Background: an optimization exercise with open tools, aiming at small area, a short achievable clock period and few clock cycles per item. Do not read the settings as production practice. No functional check of the RTL was part of any run shown here.

==> flow/design.v, too long to show whole: its modules and the start of the top module <==
// module best_disp_select: 3741 lines
// module bds_norm: 17 lines
// module bds_tab_n: 31 lines
// module bds_tab_d: 31 lines
module best_disp_select #(
    parameter int unsigned NPIX_LOG2 = 8
) (
    input  logic               clk,
    input  logic               rst,
    input  logic               frame_start,
    input  logic [10:0]        fsum,
    input  logic               valid,
    input  logic               last,
    input  logic [13:0]        g2sum,
    input  logic [10:0]        gsum,
    input  logic [13:0]        fg,
    input  logic [5:0]         place,
    output logic               busy,
    output logic [5:0]         best_place,
    output logic               best_valid,
    output logic               done,
    output logic               overrun
);
  // ...
==> flow/flow/run.sh <==
#!/bin/bash
set -euo pipefail
bash standard.sh SETUP_SLACK_MARGIN=7.0 "CTS_ARGS=-sink_clustering_enable -repair_clock_nets -dont_use_dummy_load -buf_list sky130_fd_sc_hd__clkbuf_4" finish > make.log 2>&1
==> flow/standard.sh <==
#!/bin/bash
# synth_recipe.tcl (not shown) runs the flow's synth.tcl, then flattens the netlist and writes it again
# the make line also repeats each setting of config.mk as NAME=value (left out here)
make -C /OpenROAD-flow-scripts/flow DESIGN_CONFIG=/design/flow/config.mk WORK_HOME=/design/flow/orfs CLKGATE_MAP_FILE= SYNTH_SCRIPT=/design/flow/synth_recipe.tcl "${@:-finish}"
==> flow/config.mk <==
export PLATFORM = sky130hd
export DESIGN_NAME = best_disp_select
export DESIGN_NICKNAME = best_disp_select
export VERILOG_FILES = /design/flow/design.v
export SDC_FILE = /design/flow/constraint.sdc
export NUM_CORES = 4
export LEC_CHECK = 0
export CAP_MARGIN = 20
export CORE_MARGIN = 2
export CORE_UTILIZATION = 40
export SLEW_MARGIN = 20
==> flow/constraint.sdc <==
create_clock -name core_clock -period 12.0 [get_ports {clk}]
set_input_delay 2.4000 -clock core_clock [delete_from_list [all_inputs] [get_ports {clk}]]
set_output_delay 2.4000 -clock core_clock [all_outputs]
set_load 0.01 [all_outputs]
==> flow_summary_export.csv, run 1 <==
group,metric,value,unit
synthesis,syn_nets,4118,
route,routed-wl-met3,3480,um
synthesis,muxShareOfSynthArea,4.65,%
synthesis,synth_top_family_by_area,"adder cells",
critical_path,r2r_end,"r1_num[20]$_DFFE_PN_",
critical_path,cp.buffers_inverters,3,
critical_path,r2r-start,"r0_gsum[1]$_DFFE_PP_",
critical_path,critPathCaptureType,"flop",
placement,dpl.hpwl,61700,um
outcome,outcome,"finished clean",
sta,setup_ws,6.83,ns
synthesis,synth_largest_area_cell,"edfxtp_1",
critical_path,critPathArrivalTime,5.80,ns
global_route,grt-ovfl-total,0,
global_route,grt_max_degree,96,
die,ios,71,
route,route.detailed.drc,0,
die,die_x,311,um
route,num_vias,25200,
synthesis,synth.distinct_cells,94,
cells_and_area,n_antenna_cell,3,
route,dr.first_iter.drc_count,1522,
clocking,cts-htree-levels,4,
critical_path,crit_slowest_cell,"fa_1",
cells_and_area,multi_input_area,0.0205,mm2
route,wl_met1,38300,um
critical_path,start_kind,"flop",
==> run 2, diff against run 1 <==
==> flow/flow/run.sh (replaced) <==
#!/bin/bash
set -euo pipefail
bash standard.sh SETUP_SLACK_MARGIN=7.3 "CTS_ARGS=-sink_clustering_enable -repair_clock_nets -dont_use_dummy_load -buf_list sky130_fd_sc_hd__clkbuf_4" finish > make.log 2>&1
==> flow_summary_export.csv, run 2 <==
group,metric,value,unit
critical_path,regToRegSetupSlack,6.81,ns
critical_path,critPathArrivalTime,5.83,ns
synthesis,synthTopCellsByArea,"edfxtp_1 (35%), fa_1 (12%), ha_1 (11%), inv_1 (5.1%), dfxtp_1 (4.9%)",
die,die_h,311,um
cells_and_area,nets,4309,
clocking,cts-htree-levels,4,
synthesis,syn_inst,3490,
synthesis,synthArstFlopShare,0,%
critical_path,crit_slowest_cell,"fa_1",
cells_and_area,stdcell_area,0.0421,mm2
critical_path,startpoint,"r0_gsum[3]$_DFFE_PP_",
critical_path,worstSetupPathType,"flop to flop",
synthesis,synth_largest_area_cell,"edfxtp_1",
global_route,grt_max_degree,85,
critical_path,crit_fanout,6,
global_route,grt_pass1_wl,136000,um
synthesis,synth_enable_flop_cells,444,
route,ant_nets,0,
clocking,cts_sinks,536,
critical_path,crit_top_cell,"fa_1",
sta,slew_headroom,35.1,%
cells_and_area,syn2layout_area_growth,11.5,%
sta,min_period,5.19,ns
die,initial_core_util,40.4,%
critical_path,crit_chain,"buf_12, inv_12, or3_4, o21ai_4, a22oi_2, xnor2_2, fa_1, fa_1, fa_1, inv_1, fa_1, ha_4, or2_4, a21oi_4, a21oi_2, a21bo_2, o21a_1, a21o_1, a21oi_2, xnor2_1",
sta,fmax,193,MHz
synthesis,synth_commonest_cells,"inv_1 (510), edfxtp_1 (444), ha_1 (335), fa_1 (232), nand2_1 (213)",
synthesis,yosysTopAreaCellShare,35.3,%
synthesis,ys_seq_area_share,40.2,%
global_route,grt_pass1_vias,25500,
clocking,cts_buffer_depth,3,
synthesis,ys.warnings.count,2,
worst_hold_path,hold_class,"flop to flop",
die,rows,112,
die,die_x,311,um
critical_path,cp.required,12.65,ns
route,route.detailed.drc,0,
route,dr.first_iter.drc_count,1549,
critical_path,cp-endpoint,"r1_num[22]$_DFFE_PN_",
synthesis,ys.flop_type,"edfxtp_1",
cells_and_area,layout_commonest_cell,"inv_1",
sta,worst_clock_skew,0.136,ns
critical_path,critPathCaptureType,"flop",
sta,tightestPinTransition,0.950,ns
route,wl,84400,um
sta,rsz0062_at_grt,"yes",
global_route,grt_use_total,17.4,%
cells_and_area,drive_above_1_share,12.0,%
die,core_area,0.0933,mm2
global_route,grt-ovfl-total,0,
flow_run,timing.max_cap.violations,0,
cells_and_area,largest_registers,"r_bk (25), s_k (25)",
clocking,numCtsBuffers,147,
sta,slew_viol_final,0,
outcome,outcome,"finished clean",
route,num_vias,25200,
synthesis,syn_nets,4118,
route,viasPerCell,5.10,
cells_and_area,final_cell_mix,"inv_1 (504), edfxtp_1 (444), ha_1 (324), fa_1 (231), nand2_1 (209)",
critical_path,max_stage_delay,0.54,ns
sta,hold_viol,0,
synthesis,ys_ff_latch,536,
die,ios,71,
sta,timing.final.crit_share,43.2,%
placement,place.port_buffers,70,
synthesis,syn_area,0.0377,mm2
sta,finalSetupViolCount,0,
critical_path,start_kind,"flop",
critical_path,r2r_end,"r1_num[22]$_DFFE_PN_",
route,dr.pass1.iters,5,
placement,gp_congestion,0.894,
route,route.detailed.wl_per_inst,17.1,um
clocking,cts.clk_slew.worst_paths,0.05,ns
critical_path,r2r-start,"r0_gsum[3]$_DFFE_PP_",
clocking,clock_latency,1.00,ns
synthesis,avgSynthCellArea,10.8,um2
clocking,root_buffer,"clkbuf_4",
clocking,cts_tree,"done",
global_route,antenna_found_initial,1,
synthesis,synth.distinct_cells,94,
die,die-area,0.0968,mm2
critical_path,r2r_cells,20,
placement,dpl_cell_area,0.0398,mm2
placement,dpl.hpwl,61700,um
sta,finalSetupTns,0,ns
synthesis,yosysMostFrequentCell,"inv_1",
## run 2: area by class of cell
cell class	count	area, um2
Multi-Input combinational cell	2317	20600
Inverter	520	1980
Clock buffer	147	1100
Tap cell	1254	1570
Timing Repair Buffer	159	1640
Fill cell	8822	51300
Sequential cell	536	15200
Antenna cell	3	7.51
## run 2: what timing repair did
action | CTS | global route
setup buffers | 44 | 19
gates cloned | 5 | 1
setup endpoints to repair | 161 | 166
pin swaps | 31 | 18
hold buffers | 0 | 0
gates resized for setup | 77 | 32
## run 2: worst max-delay path: cells and delay by family (launching register included)
| family | cells | cell delay (ns) |
|---|---|---|
| adder cells (fa/ha/maj) | 5 | 2.22 |
| XOR/XNOR | 2 | 0.26 |
| AO/OA/AOI/OAI | 8 | 1.16 |
| flip-flops | 1 | 0.39 |
| buffers and inverters | 3 | 0.24 |
| AND/OR/NAND/NOR | 2 | 0.62 |
## run 2: per-layer routing
metal / part of all wire, % / track usage [%]
met2: 47 / 28.6
met5: 0 / 0
met1: 46 / 22.7
met4: 3.3 / 7.35
met3: 4.2 / 3.08
## run 2: worst min path at each step
| stage | startpoint | endpoint | cells after the start |
|---|---|---|---|
| final | rn_num[16]$_DFFE_PN_ | rf_num[16]$_DFFE_PN_ | 0 |
| after global placement | rn_last$_DFFE_PN_ | rf_last$_DFFE_PN_ | 0 |
| after CTS | rn_num[16]$_DFFE_PN_ | rf_num[16]$_DFFE_PN_ | 0 |
| after detailed placement | rn_den[11]$_DFFE_PN_ | rf_den[11]$_DFFE_PN_ | 0 |
| after floorplan | r0_last$_DFFE_PP_ | r1_last$_DFFE_PN_ | 0 |
| after global routing | rn_num[16]$_DFFE_PN_ | rf_num[16]$_DFFE_PN_ | 0 |
## run 2: through the flow
stage          util (%)  cells  hold slack, ns  setup WS, ns
6_report           45.1   4936           0.354          6.81
5_1_grt            45.1   4936           0.387          6.67
4_1_cts            44.7   4913           0.359          6.87
3_5_place_dp       42.7   4717           0.405          6.15
3_3_place_gp       42.7   4717           0.401          6.21
2_1_floorplan         -   3490           0.400          6.82
## run 2: cells by family (layout without fill, tap and decap cells)
family	after synthesis	in the layout	share of synthesized area (%)
buffers and inverters	638	826	6.45
DFF	536	536	40.2
muxes	152	152	4.65
AOI/OAI and AO/OA	612	612	10.7
and+or+nand+nor	836	837	11.1
adders and majority gates	567	567	23.4
other	0	3	0
xor gates and xnor gates	149	149	3.50

[afterwards: timing with drivers on the ports]
The results above use ideal ports. As a check the final layouts listed here were re-extracted and re-timed, cells and wires unchanged. Step 1 (the two cells are an assumption about what drives the block):
set clk [get_ports {clk}]
set_driving_cell -lib_cell sky130_fd_sc_hd__clkbuf_16 $clk
set_driving_cell -lib_cell sky130_fd_sc_hd__buf_2 [delete_from_list [all_inputs] $clk]
Step 2, shift: input delay + t, output delay - t, t = (earliest + latest rising clock arrival at the registers) / 2. This alone moves slack from input paths to output paths. Three values: no drivers, after step 1, after step 2; two values: the first two.
| run | shift t [ns] | setup slack, ns | worst data-port slew with drivers (ns) |
|---|---|---|---|
| run 1 | 0.960 | 6.831 / 6.831 / 6.831 | 0.06 |
| run 2 | 0.998 | 6.812 / 6.812 / 6.812 | 0.06 |
After both steps every run listed still meets setup and hold.
